This is an optimization exercise on Yosys and OpenROAD, whose aim is small area, a short achievable clock period and few clock cycles, not a production implementation.
RTL that was checked went through simulation tests only; none was proved equivalent to the original.
Power and IR drop assume default switching activity.

rev 12:
## online_shop
module online_shop
(
	input  logic         clk,
	input  logic         inf,
	input  logic [15:0]  data_in,
	input  logic         id_valid,
	input  logic         act_valid,
	input  logic         item_valid,
	input  logic         num_valid,
	input  logic         amnt_valid,
	input  logic         c_out_valid,
	input  logic [63:0]  c_data_r,
	output logic         c_in_valid,
	output logic         c_r_wb,
	output logic [7:0]   c_addr,
	output logic [63:0]  c_data_w,
	output logic         out_valid,
	output logic [3:0]   err_msg,
	output logic         complete,
	output logic [31:0]  out_info
);
	localparam int IDLE  = 0;   
	localparam int UREQ  = 1;   
	localparam int UWAIT = 2;   
	localparam int HAVEU = 3;   
	localparam int DCALC = 4;   
	localparam int SREQ  = 5;   
	localparam int SWAIT = 6;   
	localparam int WREQ  = 7;   
	localparam int WWAIT = 8;   
	localparam int SERR  = 9;   
	localparam int NST   = 10;
	logic [NST-1:0] st;
	logic [NST-1:0] nst;
	logic           pend;
	logic           can_req;
	logic [7:0]  uid;
	logic [7:0]  sid;
	logic [7:0]  xin;       
	logic        got_sid;
	logic        got_amt;
	logic [16:0] opb;       
	logic [11:0] xk;        
	logic [63:0] wbuf;
	logic [63:0] sbuf;
	logic        inv_full_q;
	logic        req;
	logic        rd;
	logic [7:0]  addr_n;
  ...
clock: 9.0 ns
lec_check: 0
cap_margin: 20
core_margin: 2
core_utilization: 50
cts_cluster_diameter: 100
cts_cluster_size: 20
slew_margin: 20
standard.sh (not shown) runs the stock make flow with config.mk's settings and CLKGATE_MAP_FILE= SYNTH_SCRIPT=/design/flow/synth_recipe.tcl, a recipe that flattens the netlist after the stock synthesis.
==> flow/flow/run.sh <==
#!/bin/bash
# Own flow: the standard layout (standard.sh, unchanged synthesis and steps) with two
# extra ORFS settings passed on make's command line:
#  - port buffers are buf_1 cells instead of the default delay-buffer cells;
set -euo pipefail
cd "$(dirname "$0")/.."
bash standard.sh \
  "BUFFER_PORTS_ARGS=-buffer_cell sky130_fd_sc_hd__buf_1" \
  SETUP_SLACK_MARGIN=5.8 \
  finish > flow_make.log 2>&1
Rev 12 | stages: all done | timing, DRC, antenna: all pass
The following lists how rev 13 was set up differently from rev 12:
--- a/flow/design.v
+++ b/flow/design.v
@@ -118,48 +118,54 @@
 	assign pc  = 15'({nk, 2'd0});
 	assign ps  = pa ^ pb ^ pc;
 	assign pcy = (pa & pb) | (pa & pc) | (pb & pc);
 	assign pk  = ps + {pcy[13:0], 1'b0};
 	assign xk  = 12'({nk, 4'd0}) + 12'({nk, 2'd0});
 endmodule
 module user_upd
 (
 	input  logic [63:0] w,
 	input  logic [16:0] opb,    
-	input  logic [6:0]  fee_m2,  
 	input  logic [11:0] xk,
 	input  logic [1:0]  item,
 	input  logic [5:0]  cnt,
 	input  logic [7:0]  sid,
 	output logic [63:0] w_new,
 	output logic [16:0] m_diff,
 	output logic        inv_full
 );
 	logic [63:0] ua;
 	logic [5:0]  u_hold;
 	logic [6:0]  u_hsum;
+	logic [6:0]  fee_m2;
 	logic [16:0] op_a, op_b, op_c, cs_s, cs_c;
 	logic [12:0] e_sum;
 	logic [1:0]  lvl_new;
 	logic [11:0] exp_new;
 	logic [63:0] ua_buy;
 	assign ua = {w[39:32], w[47:40], w[55:48], w[63:56],
 	             w[7:0],   w[15:8],  w[23:16], w[31:24]};
 	always_comb begin
 		case (item)
 			2'd1:    u_hold = ua[51:46];
 			2'd2:    u_hold = ua[57:52];
 			2'd3:    u_hold = ua[63:58];
 			default: u_hold = 6'd0;
 		endcase
 		u_hsum   = 7'(u_hold) + 7'(cnt);
 		inv_full = u_hsum[6];
+		case (ua[45:44])
+			2'd0:    fee_m2 = 7'd8;
+			2'd1:    fee_m2 = 7'd28;
+			2'd2:    fee_m2 = 7'd48;
+			default: fee_m2 = 7'd68;
+		endcase
 		op_a = {1'b0, ua[31:16]};
 		op_b = opb;
 		op_c = ~{10'd0, fee_m2};
 		cs_s = op_a ^ op_b ^ op_c;
 		cs_c = (op_a & op_b) | (op_a & op_c) | (op_b & op_c);
 		m_diff = cs_s + {cs_c[15:0], 1'b0};
 		e_sum = 13'(ua[43:32]) + 13'(xk);
 		lvl_new = ua[45:44];
 		exp_new = e_sum[11:0];
 		case (ua[45:44])
@@ -244,34 +250,20 @@
 	input  logic [63:0] w,
 	input  logic [15:0] amount,
 	output logic [63:0] w_new,
 	output logic        ovf
 );
 	logic [16:0] d_sum;
 	assign d_sum = 17'({w[7:0], w[15:8]}) + 17'(amount);
 	assign ovf   = d_sum[16];
 	assign w_new = {w[63:16], d_sum[7:0], d_sum[15:8]};
 endmodule
-module fee_lut
-(
-	input  logic [1:0] level,
-	output logic [6:0] fee_m2
-);
-	always_comb begin
-		case (level)
-			2'd0:    fee_m2 = 7'd8;
-			2'd1:    fee_m2 = 7'd28;
-			2'd2:    fee_m2 = 7'd48;
-			default: fee_m2 = 7'd68;
-		endcase
-	end
-endmodule
 `timescale 1ns/1ps
 module online_shop
 (
 	input  logic         clk,
 	input  logic         inf,
 	input  logic [15:0]  data_in,
 	input  logic         id_valid,
 	input  logic         act_valid,
 	input  logic         item_valid,
 	input  logic         num_valid,
@@ -373,21 +365,20 @@
 	logic [16:0] mreg;      
 	logic        mwb;       
 	logic        inv_full;
 	logic [63:0] ua_dep;
 	logic        ovf;
 	logic [63:0] sa_new;
 	logic        stock_ok;
 	user_upd u_user_upd (
 		.w         (wbuf),
 		.opb       (opb),
-		.fee_m2    (fee_q),
 		.xk        (xk),
 		.item      (item),
 		.cnt       (cnt),
 		.sid       (sid),
 		.w_new     (ua_buy),
 		.m_diff    (m_diff),
 		.inv_full  (inv_full)
 	);
 	dep_user u_dep_user (
 		.w      (wbuf),
@@ -453,28 +444,23 @@
 			c_in_valid <= req;
 			out_valid  <= ovld;
 		end
 	end
 	always_ff @(posedge clk) begin
 		c_r_wb   <= rd;
 		c_addr   <= addr_n;
 		err_msg  <= err_n;
 		complete <= (err_n == 4'd0);
 	end
-	logic [6:0] fee_n;
-	logic [6:0] fee_q;
-	fee_lut u_fee_lut (.level(c_data_r[53:52]), .fee_m2(fee_n));
 	always_ff @(posedge clk) begin
-		if (st[UWAIT]) begin
-			wbuf  <= c_data_r;
-			fee_q <= fee_n;
-		end
+		if (st[UWAIT])
+			wbuf <= c_data_r;
 		else if (st[SREQ])
 			wbuf <= ua_buy;
 		else if (mwb)
 			{wbuf[7:0], wbuf[15:8]} <= mreg[15:0];
 		else if (st[DCALC])
 			wbuf <= ua_dep;
 		else if (st[WREQ])
 			wbuf <= sa_new;
 		sbuf <= c_data_r;
 		mwb  <= st[SREQ];
==> comparison <==
- In rev 13, the relative area of non-clock buffer cells in the final design came out 0.61 points below the value in rev 12.
- Looking at first-pass GRT wire length, rev 13 sits 0.73% lower than rev 12 does.
- Reported for rev 13 and rev 12, final antenna diode count turned out identical to the last digit.
- Sort rev 13 and rev 12 by layout net count, ascending, and rev 13 comes first.
- Floorplan die width: rev 13 vs rev 12 down 0.84 um
- Going from rev 12 to rev 13, share of power burned in combinational logic increased 2.4 points; via count of the first global-routing pass decreased 158.
Testbench counts of rev 13, summed over its fixed seeds: cycles 28,975.
The RTL of rev 12 was laid out without a check of its function.

==> port drivers added, routing unchanged <==
The results above use ideal ports. As a check the final layouts listed here were re-extracted and re-timed, cells and wires unchanged.
Step 1 assumes that a clkbuf_16 drives the clock port and a buf_2 every other input.
Step 2 also shifts input and output timing later by t, the mid clock arrival at the registers, as if the neighbouring blocks saw the same clock.
Slacks: no drivers / after step 1 / after step 2; pairs: no drivers / after step 1.
| run | shift t [ns] | slack for setup (ns) | worst setup path at the end |
|---|---|---|---|
| rev 12 | 0.536 | 5.533 / 5.551 / 5.015 | input to register |
| rev 13 | 0.537 | 5.660 / 5.679 / 5.142 | input to register |
After both steps setup and hold are still met in every run listed.
